From an optimization exercise on the open Yosys and OpenROAD flow, aimed at small area; shortcuts taken in it are not production practice.
In this exercise RTL edits were held to simulation tests only and were not proved equivalent to the original.
Power is estimated from default activity; no workload was simulated.

$ cat flow/config.mk
export PLATFORM = sky130hd
export DESIGN_NAME = esc_top
export DESIGN_NICKNAME = esc_top
export VERILOG_FILES = /design/flow/design.v
export SDC_FILE = /design/flow/constraint.sdc
export NUM_CORES = 4
export LEC_CHECK = 0
export CAP_MARGIN = 20
export CORE_MARGIN = 2
export CORE_UTILIZATION = 40
export SLEW_MARGIN = 20
$ cat flow/constraint.sdc
create_clock -name core_clock -period 20.0 [get_ports {clk}]
set_input_delay 4.0000 -clock core_clock [delete_from_list [all_inputs] [get_ports {clk}]]
set_output_delay 4.0000 -clock core_clock [all_outputs]
set_load 0.01 [all_outputs]
$ cat flow/design.v
`default_nettype none
package esc_pkg;
  localparam int data_w      = 16;   
  localparam int gain_w      = 8;    
  localparam int kd_w        = 7;
  localparam int axil_addr_w = 8;
  localparam int axil_data_w = 32;
  localparam logic [axil_addr_w-1:0] reg_pwm_period  = 8'h00;
  localparam logic [axil_addr_w-1:0] reg_period_ref  = 8'h04;
  localparam logic [axil_addr_w-1:0] reg_gains       = 8'h08;   
  localparam logic [axil_addr_w-1:0] reg_meas_period = 8'h10;   
  localparam logic [axil_addr_w-1:0] reg_duty        = 8'h14;   
  localparam logic [axil_addr_w-1:0] reg_kp_active   = 8'h18;   
  localparam logic [1:0] resp_okay   = 2'b00;
  localparam logic [1:0] resp_slverr = 2'b10;
  localparam int integ_limit = 2047;   
  typedef enum logic [1:0] {dir_none, dir_fwd, dir_rev} dir_t;
  typedef union packed {
    logic [7:0] raw;                    
    struct packed {
      logic            override;        
      logic [kd_w-1:0] kd;
    } fields;
  } ctrl_byte_u;
  typedef struct packed {
    logic [data_w-1:0] pwm_period;
    logic [data_w-1:0] period_ref;
    logic [gain_w-1:0] kp;
    logic [gain_w-1:0] ki;
    ctrl_byte_u        ctrl_byte;
  } esc_cfg_t;
  typedef struct packed {
    logic tick;
    logic enc_a;
    logic enc_b;
    logic pwm_en;
  } sync_t;
  typedef struct packed {
    logic              tick;
    logic [data_w-1:0] meas_period;
    dir_t              dir;
    logic              pwm_en;
  } speed_t;
  typedef struct packed {
    logic              tick;
    logic [data_w-1:0] duty;
    dir_t              dir;
    logic              pwm_en;
    logic [gain_w-1:0] kp_active;
  } ctrl_t;
endpackage
`default_nettype wire
`default_nettype none
module esc_axil_regs (
  input  logic                              clk,
  input  logic                              reset,
  input  logic [esc_pkg::axil_addr_w-1:0]   awaddr,
  input  logic                              awvalid,
  output logic                              awready,
  input  logic [esc_pkg::axil_data_w-1:0]   wdata,
  input  logic [esc_pkg::axil_data_w/8-1:0] wstrb,
  input  logic                              wvalid,
  output logic                              wready,
  output logic [1:0]                        bresp,
  output logic                              bvalid,
  input  logic                              bready,
  input  logic [esc_pkg::axil_addr_w-1:0]   araddr,
  input  logic                              arvalid,
  output logic                              arready,
  output logic [esc_pkg::axil_data_w-1:0]   rdata,
  output logic [1:0]                        rresp,
  output logic                              rvalid,
  input  logic                              rready,
  output esc_pkg::esc_cfg_t                 cfg,
  input  logic [esc_pkg::data_w-1:0]        meas_period,
  input  logic [esc_pkg::data_w-1:0]        duty,
  input  logic [esc_pkg::gain_w-1:0]        kp_active
);
  logic                   resp_busy;
  logic                   wr_hs;
  logic                   rd_hs;
  logic                   wr_err;
  logic                   rd_err;
  logic [esc_pkg::axil_data_w-1:0] rd_word;
  assign resp_busy = bvalid || rvalid;   
  assign wr_hs     = awready && awvalid && wvalid;
  assign rd_hs     = arready && arvalid;
  always_comb begin
    case (awaddr)
      esc_pkg::reg_pwm_period, esc_pkg::reg_period_ref, esc_pkg::reg_gains,
      esc_pkg::reg_meas_period, esc_pkg::reg_duty, esc_pkg::reg_kp_active: wr_err = 1'b0;   
      default:                                  wr_err = 1'b1;
    endcase
  end
  always_comb begin
    rd_err = 1'b0;
    case (araddr)
      esc_pkg::reg_pwm_period:  rd_word = {16'b0, cfg.pwm_period};
      esc_pkg::reg_period_ref:  rd_word = {16'b0, cfg.period_ref};
      esc_pkg::reg_gains:       rd_word = {8'b0, cfg.ctrl_byte.raw, cfg.ki, cfg.kp};
      esc_pkg::reg_meas_period: rd_word = {16'b0, meas_period};
      esc_pkg::reg_duty:        rd_word = {16'b0, duty};
      esc_pkg::reg_kp_active:   rd_word = {24'b0, kp_active};
      default: begin
        rd_word = '0;
        rd_err  = 1'b1;
      end
    endcase
  end
  always_ff @(posedge clk) begin
    if (reset) begin
      awready <= 1'b0;
      wready  <= 1'b0;
      bvalid  <= 1'b0;
      bresp   <= esc_pkg::resp_okay;
      arready <= 1'b0;
      rvalid  <= 1'b0;
      rresp   <= esc_pkg::resp_okay;
    end else begin
      awready <= awvalid && wvalid && !awready && !resp_busy;   
      wready  <= awvalid && wvalid && !awready && !resp_busy;
      arready <= arvalid && !arready && !resp_busy;
      if (wr_hs) begin
        bvalid <= 1'b1;
        bresp  <= wr_err ? esc_pkg::resp_slverr : esc_pkg::resp_okay;
      end else if (bready) begin
        bvalid <= 1'b0;
      end
      if (rd_hs) begin
        rvalid <= 1'b1;
        rresp  <= rd_err ? esc_pkg::resp_slverr : esc_pkg::resp_okay;
      end else if (rready) begin
        rvalid <= 1'b0;
      end
    end
  end
  always_ff @(posedge clk) begin
    if (rd_hs) begin
      rdata <= rd_word;
    end
  end
  always_ff @(posedge clk) begin
    if (reset) begin
      cfg <= '0;
    end else if (wr_hs) begin
      case (awaddr)
        esc_pkg::reg_pwm_period: begin
          if (wstrb[0]) cfg.pwm_period[7:0]  <= wdata[7:0];
          if (wstrb[1]) cfg.pwm_period[15:8] <= wdata[15:8];
        end
        esc_pkg::reg_period_ref: begin
          if (wstrb[0]) cfg.period_ref[7:0]  <= wdata[7:0];
          if (wstrb[1]) cfg.period_ref[15:8] <= wdata[15:8];
        end
        esc_pkg::reg_gains: begin
          if (wstrb[0]) cfg.kp            <= wdata[7:0];
          if (wstrb[1]) cfg.ki            <= wdata[15:8];
          if (wstrb[2]) cfg.ctrl_byte.raw <= wdata[23:16];
        end
        default: ;
      endcase
    end
  end
endmodule
`default_nettype wire
`default_nettype none
module esc_input_sync #(
  parameter int tick_div = 64,
  parameter int debounce = 3
) (
  input  logic           clk,
  input  logic           reset,
  input  logic           encoder_a,
  input  logic           encoder_b,
  input  logic           pwm_en,
  output esc_pkg::sync_t sync
);
  localparam int n_in  = 3;   
  localparam int cnt_w = (tick_div > 1) ? $clog2(tick_div) : 1;
  logic [cnt_w-1:0]    div_cnt;
  logic                tick_now;
  logic                tick_q;
  logic [n_in-1:0]     raw_meta;
  logic [n_in-1:0]     raw_s;
  logic [debounce-1:0] shift [n_in];
  logic [n_in-1:0]     level;
  assign tick_now = (div_cnt == cnt_w'(tick_div - 1));
  always_ff @(posedge clk) begin
    if (reset) begin
      div_cnt  <= '0;
      tick_q   <= 1'b0;
      raw_meta <= '0;
      raw_s    <= '0;
      level    <= '0;
      for (int i = 0; i < n_in; i++) begin
        shift[i] <= '0;
      end
    end else begin
      raw_meta <= {encoder_a, encoder_b, pwm_en};   
      raw_s    <= raw_meta;
      tick_q   <= tick_now;
      div_cnt  <= tick_now ? '0 : div_cnt + 1'b1;
      if (tick_now) begin
        for (int i = 0; i < n_in; i++) begin
          shift[i] <= {shift[i][debounce-2:0], raw_s[i]};
          if (shift[i] == '0 || shift[i] == '1) begin
            level[i] <= shift[i][0];   
          end
        end
      end
    end
  end
  assign sync.tick   = tick_q;
  assign sync.enc_a  = level[2];
  assign sync.enc_b  = level[1];
  assign sync.pwm_en = level[0];
endmodule
`default_nettype wire
`default_nettype none
module esc_speed_meter (
  input  logic            clk,
  input  logic            reset,
  input  esc_pkg::sync_t  sync,
  output esc_pkg::speed_t speed
);
  typedef enum logic [1:0] {ph_idle, ph_high, ph_low} phase_t;
  phase_t            phase;
  logic [esc_pkg::data_w-1:0] tick_cnt;
  logic [1:0]        ab_prev;
  logic [1:0]        ab_cur;
  esc_pkg::dir_t              dir_next;
  assign ab_cur = {sync.enc_a, sync.enc_b};
  always_comb begin
    case ({ab_prev, ab_cur})
      4'b00_10, 4'b10_11, 4'b11_01, 4'b01_00: dir_next = esc_pkg::dir_fwd;   
      4'b00_01, 4'b01_11, 4'b11_10, 4'b10_00: dir_next = esc_pkg::dir_rev;   
      default:                                dir_next = speed.dir;
    endcase
  end
  always_ff @(posedge clk) begin
    if (reset) begin
      phase    <= ph_idle;
      tick_cnt <= '0;
      ab_prev  <= '0;
      speed    <= '0;
    end else begin
      speed.tick   <= sync.tick;
      speed.pwm_en <= sync.pwm_en;
      if (sync.tick) begin
        ab_prev <= ab_cur;
        if (sync.pwm_en) speed.dir <= dir_next;
        if (phase != ph_idle && tick_cnt != '1) tick_cnt <= tick_cnt + 1'b1;   
        case (phase)
          ph_idle: if (sync.enc_a) begin   
            tick_cnt <= esc_pkg::data_w'(1);
            phase    <= ph_high;
          end
          ph_high: if (!sync.enc_a) phase <= ph_low;
          default: if (sync.enc_a) begin
            speed.meas_period <= tick_cnt;   
            tick_cnt          <= esc_pkg::data_w'(1);
            phase             <= ph_high;
          end
        endcase
      end
    end
  end
endmodule
`default_nettype wire
`default_nettype none
module esc_pid (
  input  logic              clk,
  input  logic              reset,
  input  esc_pkg::esc_cfg_t cfg,
  input  esc_pkg::speed_t   speed,
  output esc_pkg::ctrl_t    ctrl
);
  logic        [esc_pkg::gain_w-1:0] kp_sel;
  logic        [esc_pkg::gain_w-1:0] ki_sel;
  logic        [esc_pkg::kd_w-1:0]   kd_sel;
  logic signed [esc_pkg::data_w:0]   error;
  logic signed [esc_pkg::data_w:0]   prev_error;
  logic signed [esc_pkg::data_w-1:0] integral;
  logic signed [esc_pkg::data_w-1:0] integ_next;
  logic signed [esc_pkg::data_w+1:0] integ_sum;
  logic signed [esc_pkg::data_w+1:0] deriv;
  logic signed [31:0]       p_term;
  logic signed [31:0]       i_term;
  logic signed [31:0]       d_term;
  logic signed [31:0]       pid;
  logic        [esc_pkg::data_w-1:0] duty_next;
  always_comb begin
    if (cfg.ctrl_byte.fields.override) begin
      kp_sel = cfg.kp;
      ki_sel = cfg.ki;
      kd_sel = cfg.ctrl_byte.fields.kd;
    end else begin
      kp_sel = esc_pkg::gain_w'(1);   
      ki_sel = '0;
      kd_sel = '0;
    end
  end
  assign error     = $signed({1'b0, cfg.period_ref}) - $signed({1'b0, speed.meas_period});
  assign integ_sum = integral + error;
  assign deriv     = error - prev_error;
  always_comb begin
    if (integ_sum > esc_pkg::integ_limit) begin
      integ_next = esc_pkg::data_w'(esc_pkg::integ_limit);
    end else if (integ_sum < -esc_pkg::integ_limit) begin
      integ_next = esc_pkg::data_w'(-esc_pkg::integ_limit);
    end else begin
      integ_next = integ_sum[esc_pkg::data_w-1:0];
    end
  end
  assign p_term = $signed({1'b0, kp_sel}) * error;
  assign i_term = ($signed({1'b0, ki_sel}) * integ_next) >>> 3;
  assign d_term = $signed({1'b0, kd_sel}) * deriv;
  assign pid    = p_term + i_term + d_term;
  always_comb begin
    if (pid < 1) begin
      duty_next = cfg.pwm_period;
    end else if (pid > $signed({16'b0, cfg.pwm_period})) begin
      duty_next = cfg.pwm_period >> 2;
    end else begin
      duty_next = pid[esc_pkg::data_w-1:0];
    end
  end
  always_ff @(posedge clk) begin
    if (reset) begin
      integral   <= '0;
      prev_error <= '0;
      ctrl       <= '0;
    end else begin
      ctrl.tick   <= speed.tick;
      ctrl.dir    <= speed.dir;
      ctrl.pwm_en <= speed.pwm_en;
      if (speed.tick) begin
        integral       <= integ_next;
        prev_error     <= error;
        ctrl.duty      <= duty_next;
        ctrl.kp_active <= kp_sel;   
      end
    end
  end
endmodule
`default_nettype wire
`default_nettype none
module esc_pwm_drive (
  input  logic              clk,
  input  logic              reset,
  input  esc_pkg::esc_cfg_t cfg,
  input  esc_pkg::ctrl_t    ctrl,
  output logic              motor_positive,
  output logic              motor_negative
);
  logic [esc_pkg::data_w-1:0] pwm_cnt;
  logic              pwm_bit;
  logic              drive_on;
  logic              pos_next;
  logic              neg_next;
  assign drive_on = ctrl.pwm_en && (cfg.pwm_period != '0);
  always_comb begin
    pos_next = 1'b0;
    neg_next = 1'b0;
    if (drive_on) begin
      case (ctrl.dir)
        esc_pkg::dir_fwd: pos_next = pwm_bit;
        esc_pkg::dir_rev: neg_next = pwm_bit;
        default: begin
          if (cfg.period_ref[esc_pkg::data_w-1]) begin   
            neg_next = pwm_bit;
          end else begin
            pos_next = pwm_bit;
          end
        end
      endcase
    end
  end
  always_ff @(posedge clk) begin
    if (reset) begin
      pwm_cnt        <= '0;
      pwm_bit        <= 1'b0;
      motor_positive <= 1'b0;
      motor_negative <= 1'b0;
    end else if (ctrl.tick) begin
      if (pwm_cnt >= cfg.pwm_period) begin
        pwm_cnt <= '0;   
      end else begin
        pwm_cnt <= pwm_cnt + 1'b1;
      end
      pwm_bit        <= (pwm_cnt < ctrl.duty);
      motor_positive <= pos_next;
      motor_negative <= neg_next;
    end
  end
endmodule
`default_nettype wire
`default_nettype none
module esc_top #(
  parameter int tick_div = 64,
  parameter int debounce = 3
) (
  input  logic                              clk,
  input  logic                              reset,
  input  logic [esc_pkg::axil_addr_w-1:0]   awaddr,
  input  logic                              awvalid,
  output logic                              awready,
  input  logic [esc_pkg::axil_data_w-1:0]   wdata,
  input  logic [esc_pkg::axil_data_w/8-1:0] wstrb,
  input  logic                              wvalid,
  output logic                              wready,
  output logic [1:0]                        bresp,
  output logic                              bvalid,
  input  logic                              bready,
  input  logic [esc_pkg::axil_addr_w-1:0]   araddr,
  input  logic                              arvalid,
  output logic                              arready,
  output logic [esc_pkg::axil_data_w-1:0]   rdata,
  output logic [1:0]                        rresp,
  output logic                              rvalid,
  input  logic                              rready,
  input  logic                              encoder_a,
  input  logic                              encoder_b,
  input  logic                              pwm_en,
  output logic                              motor_positive,
  output logic                              motor_negative
);
  esc_pkg::esc_cfg_t cfg;
  esc_pkg::sync_t    sync;
  esc_pkg::speed_t   speed;
  esc_pkg::ctrl_t    ctrl;
  esc_axil_regs regs_i (
    .clk, .reset,
    .awaddr, .awvalid, .awready, .wdata, .wstrb, .wvalid, .wready,
    .bresp, .bvalid, .bready,
    .araddr, .arvalid, .arready, .rdata, .rresp, .rvalid, .rready,
    .cfg,
    .meas_period (speed.meas_period),
    .duty        (ctrl.duty),
    .kp_active   (ctrl.kp_active)
  );
  esc_input_sync #(
    .tick_div (tick_div),
    .debounce (debounce)
  ) sync_i (
    .clk, .reset, .encoder_a, .encoder_b, .pwm_en, .sync
  );
  esc_speed_meter speed_i (.clk, .reset, .sync, .speed);
  esc_pid pid_i (.clk, .reset, .cfg, .speed, .ctrl);
  esc_pwm_drive drive_i (.clk, .reset, .cfg, .ctrl, .motor_positive, .motor_negative);
endmodule
`default_nettype wire
$ cat flow/run.sh
#!/bin/bash
# synth_recipe.tcl (not shown) runs the flow's synth.tcl, then flattens the netlist and writes it again
# the make line also repeats each setting of config.mk as NAME=value (left out here)
make -C /OpenROAD-flow-scripts/flow DESIGN_CONFIG=/design/flow/config.mk WORK_HOME=/design/flow/orfs CLKGATE_MAP_FILE= SYNTH_SCRIPT=/design/flow/synth_recipe.tcl finish
==> notes.md <==
cells by family after synthesis:
family,Yosys count,synth area share
buffers and inverters,699,0.09307
AND/OR/NAND/NOR,1162,0.1840
AO/OA/AOI/OAI,595,0.1353
XOR/XNOR,152,0.04566
other,1,0.0001286
multiplexers,62,0.02133
flip-flops,231,0.1668
adder cells (fa/ha/maj),624,0.3538
cells in the final DEF, fill, tap and decap left out, drive strengths merged, types with 27 or more instances in the layout:
cell	instances
a21oi	205
o21a	34
buf	27
fa	334
and3	65
and2	33
nand2b	40
xnor2	106
xor2	46
clkdlybuf4s50	84
ha	290
inv	582
clkbuf	32
nand4	30
nor2b	41
dfxtp	207
a21o	42
nor3	56
nor2	388
mux2i	61
nand3	89
o21ai	103
nand2	338
how the worst max path moves through the flow:
stage,startpoint,end,slack [ns],cells after the start
after floorplan,regs_i.cfg[24],pid_i.ctrl[13],5.86,61
after global placement,speed_i.speed[3],pid_i.ctrl[14],3.44,60
after detailed placement,speed_i.speed[3],pid_i.ctrl[15],3.39,60
after CTS,speed_i.speed[3],pid_i.ctrl[15],3.33,60
after global routing,speed_i.speed[4],pid_i.ctrl[15],1.71,59
final,speed_i.speed[4],pid_i.ctrl[15],3.16,59
flip-flops by register name, indices dropped and copies added (netlist names), 6 cells and up:
| register | flops |
|---|---|
| sync_i.shift | 9 |
| speed_i.speed | 20 |
| regs_i.cfg | 56 |
| pid_i.prev_error | 17 |
| pid_i.ctrl | 28 |
| pid_i.integral | 16 |
| regs_i.rdata | 24 |
| sync_i.div_cnt | 6 |
| drive_i.pwm_cnt | 16 |
| speed_i.tick_cnt | 16 |
report_power, final:
| group | switching [mW] | leakage [nW] | internal (mW) |
|---|---|---|---|
| Clock | 0.225 | 0.444 | 0.277 |
| Sequential | 0.00132 | 1.90 | 0.470 |
| Combinational | 0.0198 | 12.5 | 0.0149 |
| Total | 0.246 | 14.8 | 0.762 |
area by class of cell:
class	instances	area [µm²]	area share
clock inverters	18	163.9	0.005158
flip-flops and latches	231	4867	0.1532
multi-input cells	2605	21630	0.6806
clock buffers	32	724.4	0.02280
repair buffers	111	1044	0.03284
well taps	950	1189	0.03741
inverters	576	2162	0.06804
layer usage:
layer / track usage / vias up
li1: - / 11617
met1: 0.2856 / 11524
met2: 0.3636 / 562
met3: 0.02347 / 121
met4: 0.06322 / 0
met5: 0 / -
==> summary.txt <==
clk_skew - 0.02201 ns
placed cell count - 4473
Max H-tree Level - 1
Tightest Pin Transition - 1.122 ns
Final Hold Violating Endpoints - 0
Detailed Place HPWL - 63.86 mm
WP buf/inv - 5
R2R Path End - pid_i.ctrl[15]
sequential fraction of the synthesis area - 0.1668
Req. time, crit path - 20.48 ns
Worst Hold Endpoint - pid_i.ctrl[8]
detailed-route via count - 23824
grt total ovfl - 0
RePlAce Congestion - 0.8926
design area - 0.03178 mm²
top cells by area, synth - fa_1 (23%), dfxtp_1 (14%), ha_1 (12%)
RSZ-0062 raised after global routing - no
synthesized area per cell - 8.269 µm²
Post-Syn Area - 0.02916 mm²
Post-DP Area - 0.03088 mm²
startpoint types - flip-flop
Post-Synthesis Cells - 3526
Yosys cell types - 92
CTS tree - built
layout cells sized above 1 - 0.03722
Slew HR - 0.2495
routed length on met1 - 35.23 mm
IO buf count - 85
# hold bufs at CTS - 0
Min-Delay Path Class - reg2reg
initial core utilization - 0.4058
Synth async-reset ratio - 0
first-pass GRT wire length - 127.9 mm
hold_ws - 0.4355 ns
Fin Setup TNS - 0 ns
clock latency (worst-skew pair) - 0.58 ns
Post-synth EDFFs - 24
total power - 1.009 mW
Setup Slack @ Placement - 3.386 ns
most common cell in the netlist - inv_1
routed wl met2 - 37.17 mm
final std cells w/o fill - 4523
antenna violations before repair - 0
max-cap violations - 0
worst-case clock buffer depth - 3
CP Capture Type - flip-flop
min-delay src - speed_i.speed[0]
Ports - 105
Die Y - 274.0 µm
peak supply drop - 58.11 µV
clk sink count - 231
drt total wl - 78.79 mm
die area - 0.07507 mm²
top cells by count, synth - inv_1 (575), nor2_1 (388), nand2_1 (337), fa_1 (334), ha_1 (290)
Hold Path Cell Cnt - 1
Tcrit/Tclk final - 0.8422
f_max - 59.37 MHz
most frequent CP cell - ha_1
number of vias per cell - 5.267
core area - 0.07185 mm²
critical setup path kind - reg2reg
top_reg_cell synth - dfxtp_1
Top Metal Used - met4
CP Data Arrival Time - 17.32 ns
worst r2r path cells - 59
# rows - 98
outcome - no timing/DRC/antenna violations
Initial DRT Pass Iterations - 6
Post-CTS Resized - 0
Wirelength per Cell - 17.42 µm
family with the most delay on the worst path - compound AO/OA/AOI/OAI gates
R2R setup slack - 3.16 ns
Remaining DRCs - 0
# nets final - 4238
top-area cell type share of the netlist area - 0.2293
Setup Buffers After CTS - 0
post-layout util - 0.4422
final worst slack - 3.157 ns
slowest cell delay on critical path - 0.71 ns
die width - 274.0 µm
met3 routed WL - 3.752 mm
Synth area leader - fa_1
FILL cells - 7374
GRT Resource Usage Total - 0.2137
Diodes inserted - 0
worst r2r src - speed_i.speed[4]
Worst Path Max Fanout - 14
Final ANT Viol Nets - 0
largest net degree at the start of global routing - 83
DRT iter0 DRCs - 1491
synthesis-to-layout area growth - 8.981%
Num CTS Buffers - 27
Max Slew Vio Count - 0
Worst-path clk slew - 0.06 ns
#FFs+latches synth - 231
leakage - 14.81 nW
slowest CP cell - a31o_1
Power Density - 31.74 mW/mm²
root buffer cell - clkbuf_16
crit path time final - 16.84 ns
vias in the first global route - 23598
final number of setup-violating endpoints - 0
Yosys warnings - 6

[re-timing with driven ports]
The flow's constraints put no driver on any port. The routed layout listed below was extracted and timed again, unchanged, in two steps. Step 1 assumes that a clkbuf_16 drives the clock port and a buf_2 every other input. Step 2, shift: input delay + t, output delay - t, t = (earliest + latest rising clock arrival at the registers) / 2. This alone moves slack from input paths to output paths. a / b / c = ideal ports / drivers / drivers and shift; a / b = the first two.
shift t [ns]: 0.629
setup WS [ns]: 3.157 / 3.157 / 3.157
worst setup path after step 2: register to register
clock arrival spread, ns: 0.027 / 0.027
worst register clock-pin slew, ns: 0.07 / 0.07
After both steps setup and hold are still met in this run. The setup slack of this run moves by 0.000 ns with the drivers and by 0.000 ns with both steps.
